This design comes from an exercise in tuning for small area on the open sky130 flow, not from production work.
At most, simulation tests tie the RTL to the original design; equivalence was not proved.
Power figures rest on the tool's default switching activity, not on a simulated workload.

==> v11 <==
==> flow/design.v <==
package payload_pkg;
    localparam int BYTE_W = 8;
    localparam int DEF_CIPHER_BYTES = 183;
    localparam int DEF_TAG_BYTES = 16;
    localparam int INDEX_W = 8;
    typedef logic [INDEX_W-1:0] byte_index_t;
endpackage
package readout_pkg;
    typedef enum logic
    {
        FIELD_CIPHER = 1'b0,
        FIELD_TAG    = 1'b1
    } field_e;
    typedef enum logic
    {
        ST_IDLE   = 1'b0,
        ST_STREAM = 1'b1
    } readout_state_e;
endpackage
module payload_store
#(
    parameter int CIPHER_BYTES = payload_pkg::DEF_CIPHER_BYTES,
    parameter int TAG_BYTES    = payload_pkg::DEF_TAG_BYTES
)
(
    input  logic                                        clock_i,
    input  logic                                        reset_i,
    input  logic                                        write_valid_i,
    input  logic [CIPHER_BYTES*payload_pkg::BYTE_W-1:0] cipher_i,
    input  logic [TAG_BYTES*payload_pkg::BYTE_W-1:0]    tag_i,
    input  logic [payload_pkg::INDEX_W-1:0]             fetch_addr,
    input  logic                                        fetch_write_open,
    output logic [payload_pkg::BYTE_W-1:0]              fetch_byte_data
);
    localparam int BYTES = CIPHER_BYTES + TAG_BYTES;
    logic [BYTES-1:0][payload_pkg::BYTE_W-1:0] data_q;
    logic                                      loaded_q;
    logic                                      write_accept;
    assign write_accept = write_valid_i && fetch_write_open;
    always_ff @(posedge clock_i)
    begin
        if (write_accept)
        begin
            data_q <= {tag_i, cipher_i};
        end
    end
    always_ff @(posedge clock_i or posedge reset_i)
    begin
        if (reset_i)
        begin
            loaded_q <= 1'b0;
        end
        else if (write_accept)
        begin
            loaded_q <= 1'b1;
        end
    end
    logic [BYTES-1:0] byte_sel;
    byte_decode
    #(
        .BYTES (BYTES)
    )
    decode_i
    (
        .enable_i (loaded_q),
        .addr_i   (fetch_addr),
        .sel_o    (byte_sel)
    );
    for (genvar b = 0; b < payload_pkg::BYTE_W; b++)
    begin : g_lane
        logic [BYTES-1:0] lane_bits;
        for (genvar i = 0; i < BYTES; i++)
        begin : g_bit
            assign lane_bits[i] = data_q[i][b];
        end
        byte_lane
        #(
            .BYTES (BYTES)
        )
        lane_i
        (
            .sel_i  (byte_sel),
            .data_i (lane_bits),
            .bit_o  (fetch_byte_data[b])
        );
    end
endmodule
module byte_lane
#(
    parameter int BYTES = 199
)
(
    input  logic [BYTES-1:0] sel_i,
    input  logic [BYTES-1:0] data_i,
    output logic             bit_o
);
    localparam int GROUPS = (BYTES + 2) / 3;
    logic [3*GROUPS-1:0] sel_pad;
    logic [3*GROUPS-1:0] data_pad;
    logic [GROUPS-1:0]   group_n;
    assign sel_pad = (3*GROUPS)'(sel_i);
    assign data_pad = (3*GROUPS)'(data_i);
    for (genvar g = 0; g < GROUPS; g++)
    begin : g_group
        if (3*g + 2 < BYTES)
        begin : g_three
            and_or3_n group_i
            (
                .a_i (sel_pad[3*g+2:3*g]),
                .b_i (data_pad[3*g+2:3*g]),
                .y_n (group_n[g])
            );
        end
        else
        begin : g_rest
            assign group_n[g] = !(|(sel_pad[3*g+2:3*g] & data_pad[3*g+2:3*g]));
        end
    end
    assign bit_o = !(&group_n);
endmodule
module and_or3_n
(
    input  logic [2:0] a_i,
    input  logic [2:0] b_i,
    output logic       y_n
);
    assign y_n = !((a_i[0] && b_i[0]) || (a_i[1] && b_i[1]) || (a_i[2] && b_i[2]));
endmodule
module byte_decode
#(
    parameter int BYTES = 199
)
(
    input  logic                            enable_i,
    input  logic [payload_pkg::INDEX_W-1:0] addr_i,
    output logic [BYTES-1:0]                sel_o
);
    logic [15:0] hi_n;
    logic [15:0] lo_n;
    always_comb
    begin
        for (int k = 0; k < 16; k++)
        begin
            hi_n[k] = !(enable_i && (addr_i[7:4] == 4'(k)));
            lo_n[k] = !(addr_i[3:0] == 4'(k));
        end
    end
    for (genvar i = 0; i < BYTES; i++)
    begin : g_sel
        nor2_sel sel_i
        (
            .a_n (hi_n[i / 16]),
            .b_n (lo_n[i % 16]),
            .y   (sel_o[i])
        );
    end
endmodule
module nor2_sel
(
    input  logic a_n,
    input  logic b_n,
    output logic y
);
    assign y = !(a_n || b_n);
endmodule
module readout_fsm
#(
    parameter int CIPHER_BYTES = payload_pkg::DEF_CIPHER_BYTES,
    parameter int TAG_BYTES    = payload_pkg::DEF_TAG_BYTES
)
(
    input  logic                            clock_i,
    input  logic                            reset_i,
    input  logic                            read_valid_i,
    input  logic                            write_valid_i,
    input  logic                            read_field_i,
    output logic                            read_ready_o,
    output logic                            byte_valid_o,
    input  logic                            byte_ready_i,
    output logic [payload_pkg::BYTE_W-1:0]  byte_o,
    output logic                            byte_last_o,
    output logic [payload_pkg::INDEX_W-1:0] fetch_addr,
    output logic                            fetch_write_open,
    input  logic [payload_pkg::BYTE_W-1:0]  fetch_byte_data
);
    localparam logic [payload_pkg::INDEX_W-1:0] CIPHER_FIRST = 0;
    localparam logic [payload_pkg::INDEX_W-1:0] CIPHER_LAST = CIPHER_BYTES - 1;
    localparam logic [payload_pkg::INDEX_W-1:0] TAG_FIRST = CIPHER_BYTES;
    localparam logic [payload_pkg::INDEX_W-1:0] TAG_LAST = CIPHER_BYTES + TAG_BYTES - 1;
    logic                           state_q;
    payload_pkg::byte_index_t       addr_q;
    logic                           idle;
    logic                           read_accept;
    logic                           byte_accept;
    logic                           at_last;
    assign idle = (state_q == readout_pkg::ST_IDLE);
    assign read_ready_o = idle && !write_valid_i;
    assign read_accept = read_valid_i && read_ready_o;
    assign at_last = (addr_q == CIPHER_LAST) || (addr_q == TAG_LAST);
    assign byte_valid_o = (state_q == readout_pkg::ST_STREAM);
    assign byte_last_o = byte_valid_o && at_last;
    assign byte_accept = byte_valid_o && byte_ready_i;
    assign byte_o = fetch_byte_data;
    assign fetch_addr = addr_q;
    assign fetch_write_open = idle;
    always_ff @(posedge clock_i or posedge reset_i)
    begin
        if (reset_i)
        begin
            state_q <= readout_pkg::ST_IDLE;
        end
        else if (read_accept)
        begin
            state_q <= readout_pkg::ST_STREAM;
        end
        else if (byte_accept && at_last)
        begin
            state_q <= readout_pkg::ST_IDLE;
        end
    end
    always_ff @(posedge clock_i)
    begin
        if (read_accept)
        begin
            addr_q <= (read_field_i == readout_pkg::FIELD_TAG) ? TAG_FIRST : CIPHER_FIRST;
        end
        else if (byte_accept)
        begin
            addr_q <= addr_q + 1'b1;
        end
    end
endmodule
module uart_payload_top
#(
    parameter int CIPHER_BYTES = payload_pkg::DEF_CIPHER_BYTES,
    parameter int TAG_BYTES    = payload_pkg::DEF_TAG_BYTES
)
(
    input  logic                                        clock_i,
    input  logic                                        reset_i,
    input  logic                                        write_valid_i,
    output logic                                        write_ready_o,
    input  logic [CIPHER_BYTES*payload_pkg::BYTE_W-1:0] cipher_i,
    input  logic [TAG_BYTES*payload_pkg::BYTE_W-1:0]    tag_i,
    input  logic                                        read_valid_i,
    input  logic                                        read_field_i,
    output logic                                        read_ready_o,
    output logic                                        byte_valid_o,
    input  logic                                        byte_ready_i,
    output logic [payload_pkg::BYTE_W-1:0]              byte_o,
    output logic                                        byte_last_o
);
    logic [payload_pkg::INDEX_W-1:0]    fetch_addr;
    logic                               fetch_write_open;
    logic [payload_pkg::BYTE_W-1:0]     fetch_byte_data;
    payload_store
    #(
        .CIPHER_BYTES (CIPHER_BYTES),
        .TAG_BYTES    (TAG_BYTES)
    )
    store_i
    (
        .clock_i          (clock_i),
        .reset_i          (reset_i),
        .write_valid_i    (write_valid_i),
        .cipher_i         (cipher_i),
        .tag_i            (tag_i),
        .fetch_addr       (fetch_addr),
        .fetch_write_open (fetch_write_open),
        .fetch_byte_data  (fetch_byte_data)
    );
    readout_fsm
    #(
        .CIPHER_BYTES (CIPHER_BYTES),
        .TAG_BYTES    (TAG_BYTES)
    )
    fsm_i
    (
        .clock_i          (clock_i),
        .reset_i          (reset_i),
        .read_valid_i     (read_valid_i),
        .write_valid_i    (write_valid_i),
        .read_field_i     (read_field_i),
        .read_ready_o     (read_ready_o),
        .byte_valid_o     (byte_valid_o),
        .byte_ready_i     (byte_ready_i),
        .byte_o           (byte_o),
        .byte_last_o      (byte_last_o),
        .fetch_addr       (fetch_addr),
        .fetch_write_open (fetch_write_open),
        .fetch_byte_data  (fetch_byte_data)
    );
    assign write_ready_o = fetch_write_open;
endmodule
==> flow/flow/run.sh <==
#!/bin/bash
# The standard layout, with the ports buffered by the smallest buffer
# instead of the one buffer_ports picks by default.
set -euo pipefail
export BUFFER_PORTS_ARGS="-buffer_cell sky130_fd_sc_hd__buf_1"
bash standard.sh > standard.log 2>&1
==> flow/standard.sh <==
#!/bin/bash
# synth_recipe.tcl (not shown) runs the flow's synth.tcl, then flattens the netlist and writes it again
# the make line also repeats each setting of config.mk as NAME=value (left out here)
make -C /OpenROAD-flow-scripts/flow DESIGN_CONFIG=/design/flow/config.mk WORK_HOME=/design/flow/orfs CLKGATE_MAP_FILE= SYNTH_SCRIPT=/design/flow/synth_recipe.tcl "${@:-finish}"
==> flow/config.mk <==
export PLATFORM = sky130hd
export DESIGN_NAME = uart_payload_top
export DESIGN_NICKNAME = uart_payload_top
export VERILOG_FILES = /design/flow/design.v
export SDC_FILE = /design/flow/constraint.sdc
export NUM_CORES = 4
export LEC_CHECK = 0
export CAP_MARGIN = 20
export CORE_AREA = 10 10 590 590
export CTS_BUF_LIST = sky130_fd_sc_hd__clkbuf_8
export DIE_AREA = 0 0 600 600
export SLEW_MARGIN = 20
export SYNTH_HIERARCHICAL = 1
export SYNTH_MINIMUM_KEEP_SIZE = 0
==> flow/constraint.sdc <==
create_clock -name core_clock -period 8.0 [get_ports {clock_i}]
set_input_delay 1.6000 -clock core_clock [delete_from_list [all_inputs] [get_ports {clock_i}]]
set_output_delay 1.6000 -clock core_clock [all_outputs]
set_load 0.01 [all_outputs]
==> inputs of v7, as changes to v11 <==
==> flow/flow/run.sh (replaced) <==
#!/bin/bash
# The standard layout, with the input and output ports buffered by the
# smallest buffer instead of the one buffer_ports picks by default.
set -euo pipefail
export BUFFER_PORTS_ARGS="-buffer_cell sky130_fd_sc_hd__buf_1"
bash standard.sh > standard.log 2>&1
- CORE_AREA: 10 10 590 590 -> 10 10 310 310
- CTS_BUF_LIST: sky130_fd_sc_hd__clkbuf_8 -> not set
- DIE_AREA: 0 0 600 600 -> 0 0 320 320
- PLACE_DENSITY: not set -> 0.85
==> inputs of v32, as changes to v11 <==
==> flow/design.v, changed modules only <==
module payload_store
#(
    parameter int CIPHER_BYTES = payload_pkg::DEF_CIPHER_BYTES,
    parameter int TAG_BYTES    = payload_pkg::DEF_TAG_BYTES
)
(
    input  logic                                        clock_i,
    input  logic                                        reset_i,
    input  logic                                        write_valid_i,
    input  logic [CIPHER_BYTES*payload_pkg::BYTE_W-1:0] cipher_i,
    input  logic [TAG_BYTES*payload_pkg::BYTE_W-1:0]    tag_i,
    input  logic [payload_pkg::INDEX_W-1:0]             fetch_addr,
    input  logic                                        fetch_write_open,
    output logic [payload_pkg::BYTE_W-1:0]              fetch_byte_data
);
    localparam int BYTES = CIPHER_BYTES + TAG_BYTES;
    localparam int BITS = BYTES * payload_pkg::BYTE_W;
    logic [BYTES-1:0][payload_pkg::BYTE_W-1:0] data_q;
    logic [BITS-1:0]                           data_in;
    logic [BITS-1:0]                           data_d;
    logic                                      phase_q;
    logic                                      loaded_q;
    logic                                      write_accept;
    logic                                      write_accept_n;
    assign write_accept = write_valid_i && fetch_write_open;
    assign write_accept_n = !write_accept;
    assign data_in = {tag_i, cipher_i};
    for (genvar k = 0; k < BITS; k++)
    begin : g_next
        mux_inv next_i
        (
            .sel_i   (write_accept),
            .sel_n_i (write_accept_n),
            .a_i     (data_in[k]),
            .b_i     (data_q[k / payload_pkg::BYTE_W][k % payload_pkg::BYTE_W]),
            .y_o     (data_d[k])
        );
    end
    always_ff @(posedge clock_i)
    begin
        data_q <= data_d;
    end
    always_ff @(posedge clock_i)
    begin
        phase_q <= !(write_accept_n && phase_q);
    end
    always_ff @(posedge clock_i or posedge reset_i)
    begin
        if (reset_i)
        begin
            loaded_q <= 1'b0;
        end
        else if (write_accept)
        begin
            loaded_q <= 1'b1;
        end
    end
    logic [BYTES-1:0] byte_sel;
    byte_decode
    #(
        .BYTES (BYTES)
    )
    decode_i
    (
        .enable_i (loaded_q),
        .addr_i   (fetch_addr),
        .sel_o    (byte_sel)
    );
    logic [payload_pkg::BYTE_W-1:0] lane_data;
    assign fetch_byte_data = lane_data ^ {payload_pkg::BYTE_W{phase_q && loaded_q}};
    for (genvar b = 0; b < payload_pkg::BYTE_W; b++)
    begin : g_lane
        logic [BYTES-1:0] lane_bits;
        for (genvar i = 0; i < BYTES; i++)
        begin : g_bit
            assign lane_bits[i] = data_q[i][b];
        end
        byte_lane
        #(
            .BYTES (BYTES)
        )
        lane_i
        (
            .sel_i  (byte_sel),
            .data_i (lane_bits),
            .bit_o  (lane_data[b])
        );
    end
endmodule
module byte_decode
#(
    parameter int BYTES = 199
)
(
    input  logic                            enable_i,
    input  logic [payload_pkg::INDEX_W-1:0] addr_i,
    output logic [BYTES-1:0]                sel_o
);
    logic [15:0] hi_n;
    logic [15:0] lo_n;
    always_comb
    begin
        for (int k = 0; k < 16; k++)
        begin
            hi_n[k] = !(enable_i && (addr_i[7:4] == 4'(k)));
            lo_n[k] = !(addr_i[3:0] == 4'(k));
        end
    end
    localparam int FIRST = 256 - BYTES;
    for (genvar i = 0; i < BYTES; i++)
    begin : g_sel
        nor2_sel sel_i
        (
            .a_n (hi_n[(FIRST + i) / 16]),
            .b_n (lo_n[(FIRST + i) % 16]),
            .y   (sel_o[i])
        );
    end
endmodule
module mux_inv
(
    input  logic sel_i,
    input  logic sel_n_i,
    input  logic a_i,
    input  logic b_i,
    output logic y_o
);
    assign y_o = !((sel_n_i || a_i) && (sel_i || b_i));
endmodule
module readout_fsm
#(
    parameter int CIPHER_BYTES = payload_pkg::DEF_CIPHER_BYTES,
    parameter int TAG_BYTES    = payload_pkg::DEF_TAG_BYTES
)
(
    input  logic                            clock_i,
    input  logic                            reset_i,
    input  logic                            read_valid_i,
    input  logic                            write_valid_i,
    input  logic                            read_field_i,
    output logic                            read_ready_o,
    output logic                            byte_valid_o,
    input  logic                            byte_ready_i,
    output logic [payload_pkg::BYTE_W-1:0]  byte_o,
    output logic                            byte_last_o,
    output logic [payload_pkg::INDEX_W-1:0] fetch_addr,
    output logic                            fetch_write_open,
    input  logic [payload_pkg::BYTE_W-1:0]  fetch_byte_data
);
    localparam logic [payload_pkg::INDEX_W-1:0] TAG_FIRST = 256 - TAG_BYTES;
    localparam logic [payload_pkg::INDEX_W-1:0] CIPHER_FIRST = 256 - TAG_BYTES - CIPHER_BYTES;
    logic                           state_q;
    logic [payload_pkg::INDEX_W-1:0] addr_q;
    logic                           idle;
    logic                           read_take;
    logic                           at_last;
    logic                           addr_en;
    logic [payload_pkg::INDEX_W-1:0] addr_d;
    assign idle = (state_q == readout_pkg::ST_IDLE);
    assign read_ready_o = idle && !write_valid_i;
    assign read_take = read_valid_i && !write_valid_i;
    assign at_last = (&addr_q[7:5]) && (&addr_q[3:0]);
    assign byte_valid_o = state_q;
    assign byte_last_o = state_q && at_last;
    assign byte_o = fetch_byte_data;
    assign fetch_addr = addr_q;
    assign fetch_write_open = idle;
    always_ff @(posedge clock_i or posedge reset_i)
    begin
        if (reset_i)
        begin
            state_q <= readout_pkg::ST_IDLE;
        end
        else if (idle)
        begin
            state_q <= read_take;
        end
        else
        begin
            state_q <= !(byte_ready_i && at_last);
        end
    end
    assign addr_en = idle ? read_take : byte_ready_i;
    assign addr_d = idle
        ? ((read_field_i == readout_pkg::FIELD_TAG) ? TAG_FIRST : CIPHER_FIRST)
        : addr_q + 1'b1;
    always_ff @(posedge clock_i)
    begin
        if (addr_en)
        begin
            addr_q <= addr_d;
        end
    end
endmodule
==> flow/flow/run.sh (replaced) <==
#!/bin/bash
# The standard layout, with these changes: the ports are buffered by the
# smallest buffer instead of the one buffer_ports picks by default, the pins
# may sit on neighbouring tracks so that the 1610 ports fit a small die, the
# clock tree uses larger sink clusters and no dummy loads, and antennas are
# repaired after detailed routing only.
set -euo pipefail
export BUFFER_PORTS_ARGS="-buffer_cell sky130_fd_sc_hd__buf_1"
export PLACE_PINS_ARGS="-min_distance 1 -min_distance_in_tracks"
export CTS_ARGS="-sink_clustering_enable -repair_clock_nets -dont_use_dummy_load -sink_clustering_size 30 -sink_clustering_max_diameter 90"
export SKIP_ANTENNA_REPAIR=1
bash standard.sh > standard.log 2>&1
- CORE_AREA: 10 10 590 590 -> 10 10 410 410
- CTS_BUF_LIST: sky130_fd_sc_hd__clkbuf_8 -> not set
- DIE_AREA: 0 0 600 600 -> 0 0 420 420
==> inputs of v21, as changes to v11 <==
==> flow/design.v, changed modules only <==
module byte_decode
#(
    parameter int BYTES = 199
)
(
    input  logic                            enable_i,
    input  logic [payload_pkg::INDEX_W-1:0] addr_i,
    output logic [BYTES-1:0]                sel_o
);
    logic [15:0] hi_n;
    logic [15:0] lo_n;
    always_comb
    begin
        for (int k = 0; k < 16; k++)
        begin
            hi_n[k] = !(enable_i && (addr_i[7:4] == 4'(k)));
            lo_n[k] = !(addr_i[3:0] == 4'(k));
        end
    end
    localparam int FIRST = 256 - BYTES;
    for (genvar i = 0; i < BYTES; i++)
    begin : g_sel
        nor2_sel sel_i
        (
            .a_n (hi_n[(FIRST + i) / 16]),
            .b_n (lo_n[(FIRST + i) % 16]),
            .y   (sel_o[i])
        );
    end
endmodule
module readout_fsm
#(
    parameter int CIPHER_BYTES = payload_pkg::DEF_CIPHER_BYTES,
    parameter int TAG_BYTES    = payload_pkg::DEF_TAG_BYTES
)
(
    input  logic                            clock_i,
    input  logic                            reset_i,
    input  logic                            read_valid_i,
    input  logic                            write_valid_i,
    input  logic                            read_field_i,
    output logic                            read_ready_o,
    output logic                            byte_valid_o,
    input  logic                            byte_ready_i,
    output logic [payload_pkg::BYTE_W-1:0]  byte_o,
    output logic                            byte_last_o,
    output logic [payload_pkg::INDEX_W-1:0] fetch_addr,
    output logic                            fetch_write_open,
    input  logic [payload_pkg::BYTE_W-1:0]  fetch_byte_data
);
    localparam logic [payload_pkg::INDEX_W-1:0] TAG_FIRST = 256 - TAG_BYTES;
    localparam logic [payload_pkg::INDEX_W-1:0] CIPHER_FIRST = 256 - TAG_BYTES - CIPHER_BYTES;
    logic                           state_q;
    logic [payload_pkg::INDEX_W-1:0] addr_q;
    logic                           idle;
    logic                           read_take;
    logic                           at_last;
    logic                           addr_en;
    logic [payload_pkg::INDEX_W-1:0] addr_d;
    assign idle = (state_q == readout_pkg::ST_IDLE);
    assign read_ready_o = idle && !write_valid_i;
    assign read_take = read_valid_i && !write_valid_i;
    assign at_last = (&addr_q[7:5]) && (&addr_q[3:0]);
    assign byte_valid_o = state_q;
    assign byte_last_o = state_q && at_last;
    assign byte_o = fetch_byte_data;
    assign fetch_addr = addr_q;
    assign fetch_write_open = idle;
    always_ff @(posedge clock_i or posedge reset_i)
    begin
        if (reset_i)
        begin
            state_q <= readout_pkg::ST_IDLE;
        end
        else if (idle)
        begin
            state_q <= read_take;
        end
        else
        begin
            state_q <= !(byte_ready_i && at_last);
        end
    end
    assign addr_en = idle ? read_take : byte_ready_i;
    assign addr_d = idle
        ? ((read_field_i == readout_pkg::FIELD_TAG) ? TAG_FIRST : CIPHER_FIRST)
        : addr_q + 1'b1;
    always_ff @(posedge clock_i)
    begin
        if (addr_en)
        begin
            addr_q <= addr_d;
        end
    end
endmodule
==> flow/flow/run.sh (replaced) <==
#!/bin/bash
# The standard layout, with these changes: the ports are buffered by the
# smallest buffer instead of the one buffer_ports picks by default, the pins
# may sit on neighbouring tracks so that the 1610 ports fit a small die, the
# clock tree uses larger sink clusters and no dummy loads, and antennas are
# repaired after detailed routing only.
set -euo pipefail
export BUFFER_PORTS_ARGS="-buffer_cell sky130_fd_sc_hd__buf_1"
export PLACE_PINS_ARGS="-min_distance 1 -min_distance_in_tracks"
export CTS_ARGS="-sink_clustering_enable -repair_clock_nets -dont_use_dummy_load -sink_clustering_size 30 -sink_clustering_max_diameter 80"
export SKIP_ANTENNA_REPAIR=1
bash standard.sh > standard.log 2>&1
- CORE_AREA: 10 10 590 590 -> 10 10 370 370
- CTS_BUF_LIST: sky130_fd_sc_hd__clkbuf_8 -> not set
- DIE_AREA: 0 0 600 600 -> 0 0 380 380
==> summary of the runs <==
Sequential share of layout area, lowest first: v32, v11, v21. Against v32, the wire length of v11 is larger by 19%. In v32 the die area is smaller than in v11, by 51%. v21 went through all stages and came out clean. v32 completed with no timing, DRC or antenna violations. v7 stopped in I/O pin placement (3_2_place_iop) with PPL-0024. v11 completed without violations. In sequential power, v11 and v21 hardly differ.
The RTL of v21 was laid out without a check of its function.

[afterwards: timing with drivers on the ports]
No port has a modelled driver above. Below, the same layouts with a new extraction and two added sets of constraints. Step 1 sets driving cells, clkbuf_16 on the clock port and buf_2 on the other inputs (assumed; they add their load-dependent delay and slew). Step 2 moves the port delays by t, midway between the first and last clock arrival at a register: inputs arrive t later, outputs are due t later. That takes back most of the time a late clock gives input paths. a / b / c = no drivers / after step 1 / after step 2; a / b = the first two.
run	shift t [ns]	setup slack, ns	hold slack, ns	pins driven straight from the clock port
v11	1.078	0.431 / 0.349 / 1.427	0.424 / 0.508 / 0.649	1
v32	0.767	0.455 / 0.379 / 1.146	0.427 / 0.427 / 0.427	1
v21	0.735	0.904 / 0.827 / 1.562	0.641 / 0.641 / 0.641	1
After both steps every run listed still meets setup and hold.
